From an optimization exercise on the open Yosys and OpenROAD flow, aimed at small area; shortcuts taken in it are not production practice.
RTL that was checked went through simulation tests only; none was proved equivalent to the original.
Power and IR drop assume default switching activity.

## run A
==> flow/design.v <==
package gpio_pkg;
   localparam int gpio_max = 32;
   localparam logic [7:0] addr_intr  = 8'h80;
   localparam logic [7:0] addr_gpin  = 8'h90;
   localparam logic [7:0] addr_gpout = 8'hA0;
   localparam logic [2:0] int_level_high = 3'd0;
   localparam logic [2:0] int_level_low  = 3'd1;
   localparam logic [2:0] int_edge_pos   = 3'd2;
   localparam logic [2:0] int_edge_neg   = 3'd3;
   localparam logic [2:0] int_edge_both  = 3'd4;
endpackage
`timescale 1ns/1ps
module gpio_top (
   input  logic        PCLK,
   input  logic        aresetn,
   input  logic        psel_i,
   input  logic        penable_i,
   input  logic        pwrite_i,
   input  logic [7:0]  paddr_i,
   input  logic [31:0] pwdata_i,
   output logic [31:0] prdata_o,
   output logic        pready_o,
   output logic        pslverr_o,
   input  logic [31:0] gpio_in_i,
   output logic [31:0] gpio_out_o,
   output logic [31:0] gpio_oe_o,
   output logic [31:0] int_o,
   output logic        int_or_o
);
   localparam int n = gpio_pkg::gpio_max;
   assign pready_o  = 1'b1;
   assign pslverr_o = 1'b0;
   logic          wr_en;
   logic          hit_intr;
   logic          hit_gpin;
   logic          hit_gpout;
   logic [n-1:0]  cfg_sel;
   assign wr_en     = psel_i & penable_i & pwrite_i;
   assign hit_intr  = (paddr_i == gpio_pkg::addr_intr);
   assign hit_gpin  = (paddr_i == gpio_pkg::addr_gpin);
   assign hit_gpout = (paddr_i == gpio_pkg::addr_gpout);
   for (genvar i = 0; i < n; i++)
   begin : g_dec
      assign cfg_sel[i] = ~paddr_i[7] & (paddr_i[6:2] == 5'(i));
   end
   logic [n-1:0] gpin1;
   logic [n-1:0] cur;
   logic [n-1:0] prev;
   always_ff @(posedge PCLK or negedge aresetn)
   begin
      if (!aresetn)
      begin
         gpin1 <= '0;
         cur   <= '0;
      end
      else
      begin
         gpin1 <= gpio_in_i;
         cur   <= gpin1;
      end
   end
   always_ff @(posedge PCLK)
      prev <= cur;
   localparam int gs    = 4;
   localparam int gb    = $clog2(gs);
   localparam int n_grp = n / gs;
   logic [7:0]       cfg_q [n];
   logic [n_grp-1:0] grp_hit;
   logic [n_grp-1:0] grp_ok;
   logic [gs-1:0]    pos_hit;
   logic [7:0]       cfg_d [gs];
   logic [n-1:0]     cfg_ok;
   logic [n-1:0]     out_en;
   logic [n-1:0]     in_en;
   logic [n-1:0]     oe_en;
   logic [n-1:0]     int_en;
   for (genvar p = 0; p < gs; p++)
   begin : g_pos
      assign pos_hit[p] = (paddr_i[2 +: gb] == gb'(p));
      assign cfg_d[p]   = pwdata_i[7:0] & {8{pos_hit[p]}};
   end
   for (genvar g = 0; g < n_grp; g++)
   begin : g_grp
      assign grp_hit[g] = wr_en & ~paddr_i[7] & (paddr_i[6:2+gb] == (5-gb)'(g));
      always_ff @(posedge PCLK or negedge aresetn)
      begin
         if (!aresetn)
            grp_ok[g] <= 1'b0;
         else
            grp_ok[g] <= grp_ok[g] | grp_hit[g];
      end
   end
   for (genvar i = 0; i < n; i++)
   begin : g_cfg
      always_ff @(posedge PCLK)
      begin
         if (grp_hit[i/gs] && (pos_hit[i%gs] || !grp_ok[i/gs]))
            cfg_q[i] <= cfg_d[i%gs];
      end
      assign cfg_ok[i] = grp_ok[i/gs];
      assign out_en[i] = cfg_q[i][0] & cfg_ok[i];
      assign in_en[i]  = cfg_q[i][1] & cfg_ok[i];
      assign oe_en[i]  = cfg_q[i][2] & cfg_ok[i];
      assign int_en[i] = cfg_q[i][3] & cfg_ok[i];
   end
   logic [n-1:0] gpout_q;
   logic         gpout_ok;
   always_ff @(posedge PCLK)
   begin
      if (wr_en && hit_gpout)
         gpout_q <= pwdata_i;
   end
   always_ff @(posedge PCLK or negedge aresetn)
   begin
      if (!aresetn)
         gpout_ok <= 1'b0;
      else
         gpout_ok <= gpout_ok | (wr_en & hit_gpout);
   end
   assign gpio_out_o = gpout_q & out_en & {n{gpout_ok}};
   assign gpio_oe_o  = oe_en & out_en;
   logic [n-1:0] clear;
   logic [n-1:0] pos_q;
   logic [n-1:0] neg_q;
   assign clear = {n{wr_en & hit_intr}} & pwdata_i;
   always_ff @(posedge PCLK)
   begin
      pos_q <= int_en & ((cur & ~prev) | (pos_q & ~clear));
      neg_q <= int_en & ((~cur & prev) | (neg_q & ~clear));
   end
   for (genvar i = 0; i < n; i++)
   begin : g_sel
      logic [2:0] int_type;
      logic       sel;
      assign int_type = cfg_q[i][7:5];
      always_comb
      begin
         case (int_type)
            gpio_pkg::int_level_high: sel = prev[i];
            gpio_pkg::int_level_low:  sel = ~prev[i];
            gpio_pkg::int_edge_pos:   sel = pos_q[i];
            gpio_pkg::int_edge_neg:   sel = neg_q[i];
            gpio_pkg::int_edge_both:  sel = pos_q[i] | neg_q[i];
            default:                  sel = 1'b0;
         endcase
      end
      assign int_o[i] = sel & int_en[i];
   end
   assign int_or_o = |int_o;
   logic [n-1:0] intr_q;
   logic         intr_ok;
   logic [n-1:0] intr;
   logic         clear_cycle;
   always_ff @(posedge PCLK or negedge aresetn)
   begin
      if (!aresetn)
         intr_ok <= 1'b0;
      else
         intr_ok <= 1'b1;
   end
   assign intr        = intr_q & {n{intr_ok}};
   assign clear_cycle = |clear;
   always_ff @(posedge PCLK)
   begin
      if (clear_cycle)
         intr_q <= intr & ~clear;
      else
         intr_q <= int_o;
   end
   logic [7:0] cfg_rd;
   always_comb
   begin
      cfg_rd = '0;
      for (int i = 0; i < n; i++)
         cfg_rd = cfg_rd | (cfg_q[i] & {8{cfg_sel[i] & cfg_ok[i]}});
   end
   assign prdata_o = {24'h0, cfg_rd}
                   | (intr & {n{hit_intr}})
                   | (prev & in_en & {n{hit_gpin}})
                   | (gpout_q & {n{hit_gpout & gpout_ok}});
endmodule
clock: 5.0 ns
lec_check: 0
cap_margin: 20
core_margin: 2
core_utilization: 65
setup_slack_margin: 0.1
slew_margin: 20
standard.sh (not shown) runs the stock make flow with config.mk's settings and CLKGATE_MAP_FILE= SYNTH_SCRIPT=/design/flow/synth_recipe.tcl, a recipe that flattens the netlist after the stock synthesis.
==> flow/flow/run.sh <==
#!/bin/bash
# Standard layout with three changes:
# * the combinational logic of the standard synthesis is mapped again with
#   an area-oriented ABC script (flip-flops keep their cells and names);
# * the port buffers are the smallest buffer;
# * the clock tree uses larger sink clusters and no dummy loads.
set -euo pipefail
here=$(pwd)
res=$here/orfs/results/${FLOW_PLATFORM}/gpio_top/base
lib=$FLOW_HOME/platforms/${FLOW_PLATFORM}/lib/sky130_fd_sc_hd__tt_025C_1v80.lib
yosys_bin=$FLOW_HOME/../tools/install/yosys/bin/yosys
[[ -x $yosys_bin ]] || yosys_bin=yosys

export BUFFER_PORTS_ARGS="-buffer_cell sky130_fd_sc_hd__buf_1"
export CTS_ARGS="-sink_clustering_enable -repair_clock_nets -dont_use_dummy_load -sink_clustering_size 14 -sink_clustering_max_diameter 50 -buf_list {sky130_fd_sc_hd__clkbuf_4 sky130_fd_sc_hd__clkbuf_8}"

# standard synthesis netlist
bash standard.sh synth > synth_flow.log 2>&1
cp "$res/1_2_yosys.v" "$here/standard_synth.v"

# area re-mapping of the combinational logic
RS_LIB=$lib RS_IN=$here/standard_synth.v RS_OUT=$here/resynth.v \
RS_ABC=$here/flow/area.abc RS_CONSTR=$here/flow/abc.constr RS_STAT=$here/resynth_stat.txt \
  "$yosys_bin" -c "$here/flow/resynth.tcl" > resynth.log 2>&1
cp "$here/resynth.v" "$res/1_2_yosys.v"
touch "$res/1_2_yosys.v"

# rest of the layout
bash standard.sh > standard_flow.log 2>&1
Other scripts of this flow, unchanged in this note and not shown: flow/flow/abc.constr, flow/flow/area.abc, flow/flow/resynth.tcl
For run B, these inputs were changed with respect to run A:
--- a/flow/design.v
+++ b/flow/design.v
@@ -34,15 +34,10 @@
    logic          hit_intr;
    logic          hit_gpin;
    logic          hit_gpout;
-   logic [n-1:0]  cfg_sel;
    assign wr_en     = psel_i & penable_i & pwrite_i;
    assign hit_intr  = (paddr_i == gpio_pkg::addr_intr);
    assign hit_gpin  = (paddr_i == gpio_pkg::addr_gpin);
    assign hit_gpout = (paddr_i == gpio_pkg::addr_gpout);
-   for (genvar i = 0; i < n; i++)
-   begin : g_dec
-      assign cfg_sel[i] = ~paddr_i[7] & (paddr_i[6:2] == 5'(i));
-   end
    logic [n-1:0] gpin1;
    logic [n-1:0] cur;
    logic [n-1:0] prev;
@@ -61,8 +56,8 @@
    end
    always_ff @(posedge PCLK)
       prev <= cur;
-   localparam int gs    = 4;
-   localparam int gb    = $clog2(gs);
+   localparam int gs    = 4;    
+   localparam int gb    = 2;    
    localparam int n_grp = n / gs;
    logic [7:0]       cfg_q [n];
    logic [n_grp-1:0] grp_hit;
@@ -130,21 +125,19 @@
    end
    for (genvar i = 0; i < n; i++)
    begin : g_sel
-      logic [2:0] int_type;
-      logic       sel;
-      assign int_type = cfg_q[i][7:5];
+      logic [2:0] t;
+      logic       low4;
+      assign t = cfg_q[i][7:5];
       always_comb
       begin
-         case (int_type)
-            gpio_pkg::int_level_high: sel = prev[i];
-            gpio_pkg::int_level_low:  sel = ~prev[i];
-            gpio_pkg::int_edge_pos:   sel = pos_q[i];
-            gpio_pkg::int_edge_neg:   sel = neg_q[i];
-            gpio_pkg::int_edge_both:  sel = pos_q[i] | neg_q[i];
-            default:                  sel = 1'b0;
+         case (t[1:0])
+            2'd0:    low4 = prev[i];
+            2'd1:    low4 = ~prev[i];
+            2'd2:    low4 = pos_q[i];
+            default: low4 = neg_q[i];
          endcase
       end
-      assign int_o[i] = sel & int_en[i];
+      assign int_o[i] = int_en[i] & (t[2] ? (~t[1] & ~t[0] & (pos_q[i] | neg_q[i])) : low4);
    end
    assign int_or_o = |int_o;
    logic [n-1:0] intr_q;
@@ -167,13 +160,24 @@
       else
          intr_q <= int_o;
    end
-   logic [7:0] cfg_rd;
-   always_comb
-   begin
-      cfg_rd = '0;
-      for (int i = 0; i < n; i++)
-         cfg_rd = cfg_rd | (cfg_q[i] & {8{cfg_sel[i] & cfg_ok[i]}});
+   logic [7:0]       cfg_rd;
+   logic [n_grp-1:0] grp_rd;
+   logic [7:0]       pos_rd [gs];
+   for (genvar g = 0; g < n_grp; g++)
+   begin : g_grd
+      assign grp_rd[g] = grp_ok[g] & ~paddr_i[7] & (paddr_i[6:2+gb] == (5-gb)'(g));
    end
+   for (genvar p = 0; p < gs; p++)
+   begin : g_prd
+      logic [7:0] acc [n_grp+1];
+      assign acc[0] = '0;
+      for (genvar g = 0; g < n_grp; g++)
+      begin : g_or
+         assign acc[g+1] = acc[g] | (cfg_q[gs*g+p] & {8{grp_rd[g]}});
+      end
+      assign pos_rd[p] = acc[n_grp] & {8{pos_hit[p]}};
+   end
+   assign cfg_rd = pos_rd[0] | pos_rd[1] | pos_rd[2] | pos_rd[3];
    assign prdata_o = {24'h0, cfg_rd}
                    | (intr & {n{hit_intr}})
                    | (prev & in_en & {n{hit_gpin}})
Results
- Between run A and run B, routed wirelength normalized by instance count decreased.
- Lower weighted congestion at the end of routability-driven global placement was reported by run B, not run A.
- The placement-stage worst setup slack reported for run B is smaller than that of run A by 170 ps.
- From run A to run B the numbers moved as follows: global-route wire length before repair went down, fmax -11 MHz.
- STATUS routed wire length: run B wins against run A
- Net switching power for run B is lower than for run A.
- Across both runs, met1 wire length was lower for run B than for run A.
- Comparing run B and run A, the lower portion of total power attributed to combinational logic was measured on run B.
Only the layout flow was run in run A; the RTL was not checked for function there.

* * *

== the previous run ==
// gpio_top: RTL as listed in full above, without the edits since
export LEC_CHECK = 0
export CAP_MARGIN = 20
export CORE_MARGIN = 2
export CORE_UTILIZATION = 65
export SETUP_SLACK_MARGIN = 0.1
export SLEW_MARGIN = 20
create_clock -name core_clock -period 5.0 [get_ports {PCLK}]
==> flow/flow/run.sh <==
#!/bin/bash
# Standard layout, with the port buffers made from the smallest buffer and a
# clock tree of larger sink clusters without dummy loads.
set -euo pipefail
export BUFFER_PORTS_ARGS="-buffer_cell sky130_fd_sc_hd__buf_1"
export CTS_ARGS="-sink_clustering_enable -repair_clock_nets -dont_use_dummy_load -sink_clustering_size 14 -sink_clustering_max_diameter 50 -buf_list {sky130_fd_sc_hd__clkbuf_4 sky130_fd_sc_hd__clkbuf_8}"
bash standard.sh > standard_flow.log 2>&1
--- input diff the previous run..the current run ---
diff --git a/flow/design.v b/flow/design.v
--- a/flow/design.v
+++ b/flow/design.v
@@ -61,8 +61,8 @@
    end
    always_ff @(posedge PCLK)
       prev <= cur;
-   localparam int gs    = 4;
-   localparam int gb    = $clog2(gs);
+   localparam int gs    = 4;    
+   localparam int gb    = 2;    
    localparam int n_grp = n / gs;
    logic [7:0]       cfg_q [n];
    logic [n_grp-1:0] grp_hit;
- Diff the current run..the previous run | hold slack | unchanged
- Any difference in number of top-level pins between the previous run and the current run is small enough to ignore.
- Number of iterations in the first detailed-routing pass came out exactly the same in the previous run and the current run.
- Re wire length of the first global-routing pass: no difference whatsoever between the previous run and the current run.
- Re detailed route wirelength on metal2: no difference whatsoever between the current run and the previous run.
- The previous run and the current run ended up with nearly the same number of buffers added by the clock tree synthesis step.
- Comparing the current run against the previous run, there is no change at all in slack of the critical path.
- Going from the previous run to the current run, design area has remained practically unchanged, cell count has remained practically unchanged.
Function not checked in the previous run: the RTL went through the layout flow alone.

==> port drivers added, routing unchanged <==
In the flow no input, the clock included, has a driving cell. The finished layouts below were timed again as built, in two steps.
Step 1 assumes that a clkbuf_16 drives the clock port and a buf_2 every other input.
Step 2, shift: input delay + t, output delay - t, t = (earliest + latest rising clock arrival at the registers) / 2. This alone moves slack from input paths to output paths.
a / b / c = no drivers / after step 1 / after step 2; a / b = the first two.
run | t (ns) | setup slack, ns | worst setup path at the end | slew at the worst register clock pin (ns)
run A | 0.631 | 0.366 / 0.317 / 0.317 | input to output | 0.09 / 0.09
run B | 0.639 | 0.113 / 0.062 / 0.062 | input to output | 0.10 / 0.10
the previous run | 0.655 | 0.194 / 0.171 / 0.171 | input to output | 0.10 / 0.10
the current run | 0.655 | 0.194 / 0.171 / 0.171 | input to output | 0.10 / 0.10
After both steps every run listed still meets setup and hold. For run B, which loses most, drivers alone change the setup slack by -0.051 ns; drivers and shift together by -0.051 ns.
